Context: an optimization exercise on an open-source flow, tuned for small area, a short achievable clock period and few clock cycles per item. The choices shown serve that exercise and are no tape-out recipe.
The RTL was checked by simulation tests, not by an equivalence proof against the original design.

==> 11-23 <==
// rect_polar_converter_top
module rect_polar_converter_top #(
	parameter int CORDIC_STAGES = 16,
	parameter int VALUE_WIDTH = 16
) (
	input  logic                         clk,
	input  logic                         arst_n,
	input  logic                         in_valid,
	output logic                         in_ready,
	input  logic                         mode,
	input  logic signed [VALUE_WIDTH-1:0] first_value,
	input  logic signed [VALUE_WIDTH-1:0] second_value,
	output logic                         out_valid,
	input  logic                         out_ready,
	output logic signed [VALUE_WIDTH:0]   first_result,
	output logic signed [VALUE_WIDTH-1:0] second_result
);
	localparam int W = VALUE_WIDTH;
	localparam int N = CORDIC_STAGES;
	localparam int XW = rpc_pkg::XW;
	localparam int ZW = rpc_pkg::ZW;
	localparam int G = rpc_pkg::GUARD_BITS;
	localparam int L = N + 2;
	localparam logic [ZW-1:0] Z_ZERO = 32'hB8F9ADE6;   
	localparam logic signed [W:0] MAG_HI = 17'sd46341;
	logic stall_q;
	logic adv;
	logic vq [0:L];
	assign adv = !stall_q;
	assign in_ready = adv;
	logic flip_in;
  ...
make LEC_CHECK=0 CAP_MARGIN=20 CORE_MARGIN=2 CORE_UTILIZATION=40 CTS_BUF_LIST=sky130_fd_sc_hd__clkbuf_8 SETUP_SLACK_MARGIN=4.5 SLEW_MARGIN=20 TNS_END_PERCENT=0 finish   # period 7.5 ns
run.sh (not shown) runs the stock make flow with config.mk's settings and CLKGATE_MAP_FILE= SYNTH_SCRIPT=/design/flow/synth_recipe.tcl, a recipe that flattens the netlist after the stock synthesis.
==> 08-19: changes against 11-23 <==
CTS_BUF_LIST = default   (was sky130_fd_sc_hd__clkbuf_8)
==> 10-05: changes against 11-23 <==
--- a/flow/design.v
+++ b/flow/design.v
@@ -28,59 +28,50 @@
 `timescale 1ns / 1ps
 module rpc_cordic_stage #(
 	parameter int SHIFT = 0,
 	parameter logic [31:0] ATAN = 32'h20000000
 ) (
 	input  logic                             clk,
 	input  logic                             en,
 	input  logic                             mode_in,
-	input  logic                             ccw_in,
 	input  logic signed [rpc_pkg::XW-1:0]    x_in,
 	input  logic signed [rpc_pkg::XW-1:0]    y_in,
 	input  logic        [rpc_pkg::ZW-1:0]    z_in,
 	output logic                             mode_out,
-	output logic                             ccw_out,
 	output logic signed [rpc_pkg::XW-1:0]    x_out,
 	output logic signed [rpc_pkg::XW-1:0]    y_out,
 	output logic        [rpc_pkg::ZW-1:0]    z_out
 );
 	localparam int XW = rpc_pkg::XW;
 	localparam int ZW = rpc_pkg::ZW;
 	localparam logic [ZW-1:0] ATAN_P = ATAN;
 	localparam logic [ZW-1:0] ATAN_N = -ATAN;
 	logic ccw;
 	logic signed [XW-1:0] dx;
 	logic signed [XW-1:0] dy;
 	logic [XW:0] x_sum;
 	logic [XW:0] y_sum;
 	logic [ZW-1:0] z_nx;
 	always_comb begin
-		ccw = ccw_in;
+		ccw = mode_in ? !z_in[ZW-1] : y_in[XW-1];
 		dx = y_in >>> SHIFT;
 		dy = x_in >>> SHIFT;
 		x_sum = {x_in, 1'b1} + {dx ^ {XW{ccw}}, ccw};
 		y_sum = {y_in, 1'b1} + {dy ^ {XW{!ccw}}, !ccw};
 		z_nx = z_in + (ccw ? ATAN_N : ATAN_P);
 	end
 	always_ff @(posedge clk) begin
 		if (en) begin
 			mode_out <= mode_in;
 			x_out <= x_sum[XW:1];
 			y_out <= y_sum[XW:1];
 			z_out <= z_nx;
 		end
 	end
-	always_ff @(posedge clk) begin
-		if (en) begin
-			ccw_out <= mode_in ? !z_nx[ZW-1] : y_sum[XW];
-		end else begin
-			ccw_out <= mode_out ? !z_out[ZW-1] : y_out[XW-1];
-		end
-	end
 endmodule
 module rpc_gain_csa (
 	input  logic [15:0] a,
 	input  logic        f,
 	output logic [32:0] s_hi,
 	output logic [32:0] c_hi,
 	output logic        cin
 );
@@ -740,59 +731,47 @@
 	end
 	logic [XW:0] x_add;
 	logic [XW:0] y_add;
 	always_comb begin
 		x_add = {sx1, 1'b1} + {cx1, cix1};
 		y_add = {sy1, 1'b1} + {cy1, ciy1};
 	end
 	logic rm [0:N];
-	logic rc [0:N];
 	logic signed [XW-1:0] rx [0:N];
 	logic signed [XW-1:0] ry [0:N];
 	logic [ZW-1:0] rz [0:N];
 	logic m2;
-	logic c2;
 	logic signed [XW-1:0] x2;
 	logic signed [XW-1:0] y2;
 	logic [ZW-1:0] z2;
 	always_ff @(posedge clk) begin
 		if (adv) begin
 			m2 <= m1;
 			x2 <= x_add[XW:1];
 			y2 <= y_add[XW:1];
 			z2 <= z1;
 		end
 	end
-	always_ff @(posedge clk) begin
-		if (adv) begin
-			c2 <= m1 ? !z1[ZW-1] : y_add[XW];
-		end else begin
-			c2 <= m2 ? !z2[ZW-1] : y2[XW-1];
-		end
-	end
 	assign rm[0] = m2;
-	assign rc[0] = c2;
 	assign rx[0] = x2;
 	assign ry[0] = y2;
 	assign rz[0] = z2;
 	for (genvar k = 0; k < N; k++) begin : g_rot
 		rpc_cordic_stage #(
 			.SHIFT(k),
 			.ATAN(rpc_pkg::turn_atan(k))
 		) u_stage (
 			.clk(clk),
 			.en(adv),
 			.mode_in(rm[k]),
-			.ccw_in(rc[k]),
 			.x_in(rx[k]),
 			.y_in(ry[k]),
 			.z_in(rz[k]),
 			.mode_out(rm[k+1]),
-			.ccw_out(rc[k+1]),
 			.x_out(rx[k+1]),
 			.y_out(ry[k+1]),
 			.z_out(rz[k+1])
 		);
 	end
 	always_ff @(posedge clk or negedge arst_n) begin
 		if (!arst_n) begin
 			for (int i = 0; i <= L; i++) begin
CTS_BUF_LIST = default   (was sky130_fd_sc_hd__clkbuf_8)
SETUP_SLACK_MARGIN = default   (was 4.5)
TNS_END_PERCENT = default   (was 0)
==> run notes <==
| quantity | 10-05 | 11-23 | 08-19 |
|---|---|---|---|
| Status | no timing/DRC/antenna violations | no timing/DRC/antenna violations | no timing/DRC/antenna violations |
| Multi-input logic area | 0.08639 mm² | 0.08658 mm² | 0.08702 mm² |
| Startpoint of the worst setup timing path | g_rot[3].u_stage.mode_out | f0 | g_rot[10].u_stage.ccw_out |
| Clock buffers and inverters, area share | 0.04716 | 0.04002 | 0.04376 |
| Count of filler cells inserted in the layout | 34,450 | 33,910 | 33,620 |
| Syn-to-layout area delta | 9.715% | 11.28% | 12.47% |
| Area of placed instances | 0.1520 mm² | 0.1512 mm² | 0.1512 mm² |
| Number of enable-type register cells in the synthesized netlist | 1,836 | 1,837 | 1,837 |
| Transition time at the pin with the least slew margin | 1.124 ns | 1.035 ns | 1.015 ns |
| Initial cell density of the core | 0.4014 | 0.4026 | 0.4026 |
| Per-cell via count in the routed design | 5.403 | 5.364 | 5.396 |
| Number of design-rule violations left by the first detailed-router iteration | 6,402 | 7,306 | 7,255 |
| Antenna fix cells | 2 | 2 | 3 |
| Core Box Area | 0.3622 mm² | 0.3598 mm² | 0.3598 mm² |
| Origin of the worst min-delay path | z2[26] | z2[27] | z1[19] |
| Met2 Track Usage GR | 0.3528 | 0.3322 | 0.3342 |
| Data arrival time at the worst-slack endpoint | 5.84 ns | 4.66 ns | 4.53 ns |
| Via count of the first global-routing pass | 100,600 | 99,990 | 99,210 |
| Multiplexer area fraction after synthesis | 0.005163 | 0.005995 | 0.005995 |
| Post-Synthesis Mean Instance Area | 10.29 µm² | 10.40 µm² | 10.40 µm² |
Testbench counts of 11-23, summed over its fixed seeds: cycles 8,160, items 8,000.
Testbench counts of 08-19, summed over its fixed seeds: cycles 8,160, items 8,000.
Testbench counts of 10-05, summed over its fixed seeds: cycles 8,160, items 8,000.

## afterwards: timing with drivers on the ports
Ports are ideal in the flow. The routed layouts listed here were re-timed in OpenROAD.
Step 1 assumes that a clkbuf_16 drives the clock port and a buf_2 every other input.
Step 2 adds t to the input delays and takes it off the output delays; t is the mean of the earliest and latest rising clock arrival at the registers after step 1. Input paths then give back, and output paths get back, about the clock's delay inside the block.
Slacks: no drivers / after step 1 / after step 2; pairs: no drivers / after step 1.
run	t (ns)	slack for setup (ns)	worst setup path at the end	latest minus earliest clock arrival (ns)	worst slew at a driven data input, ns
11-23	1.155	3.657 / 3.657 / 3.657	register to register	0.100 / 0.099	0.07
08-19	0.986	3.755 / 3.755 / 3.755	register to register	0.089 / 0.089	0.07
10-05	0.993	2.205 / 2.123 / 2.205	register to register	0.092 / 0.092	0.07
After both steps every run listed still meets setup and hold.
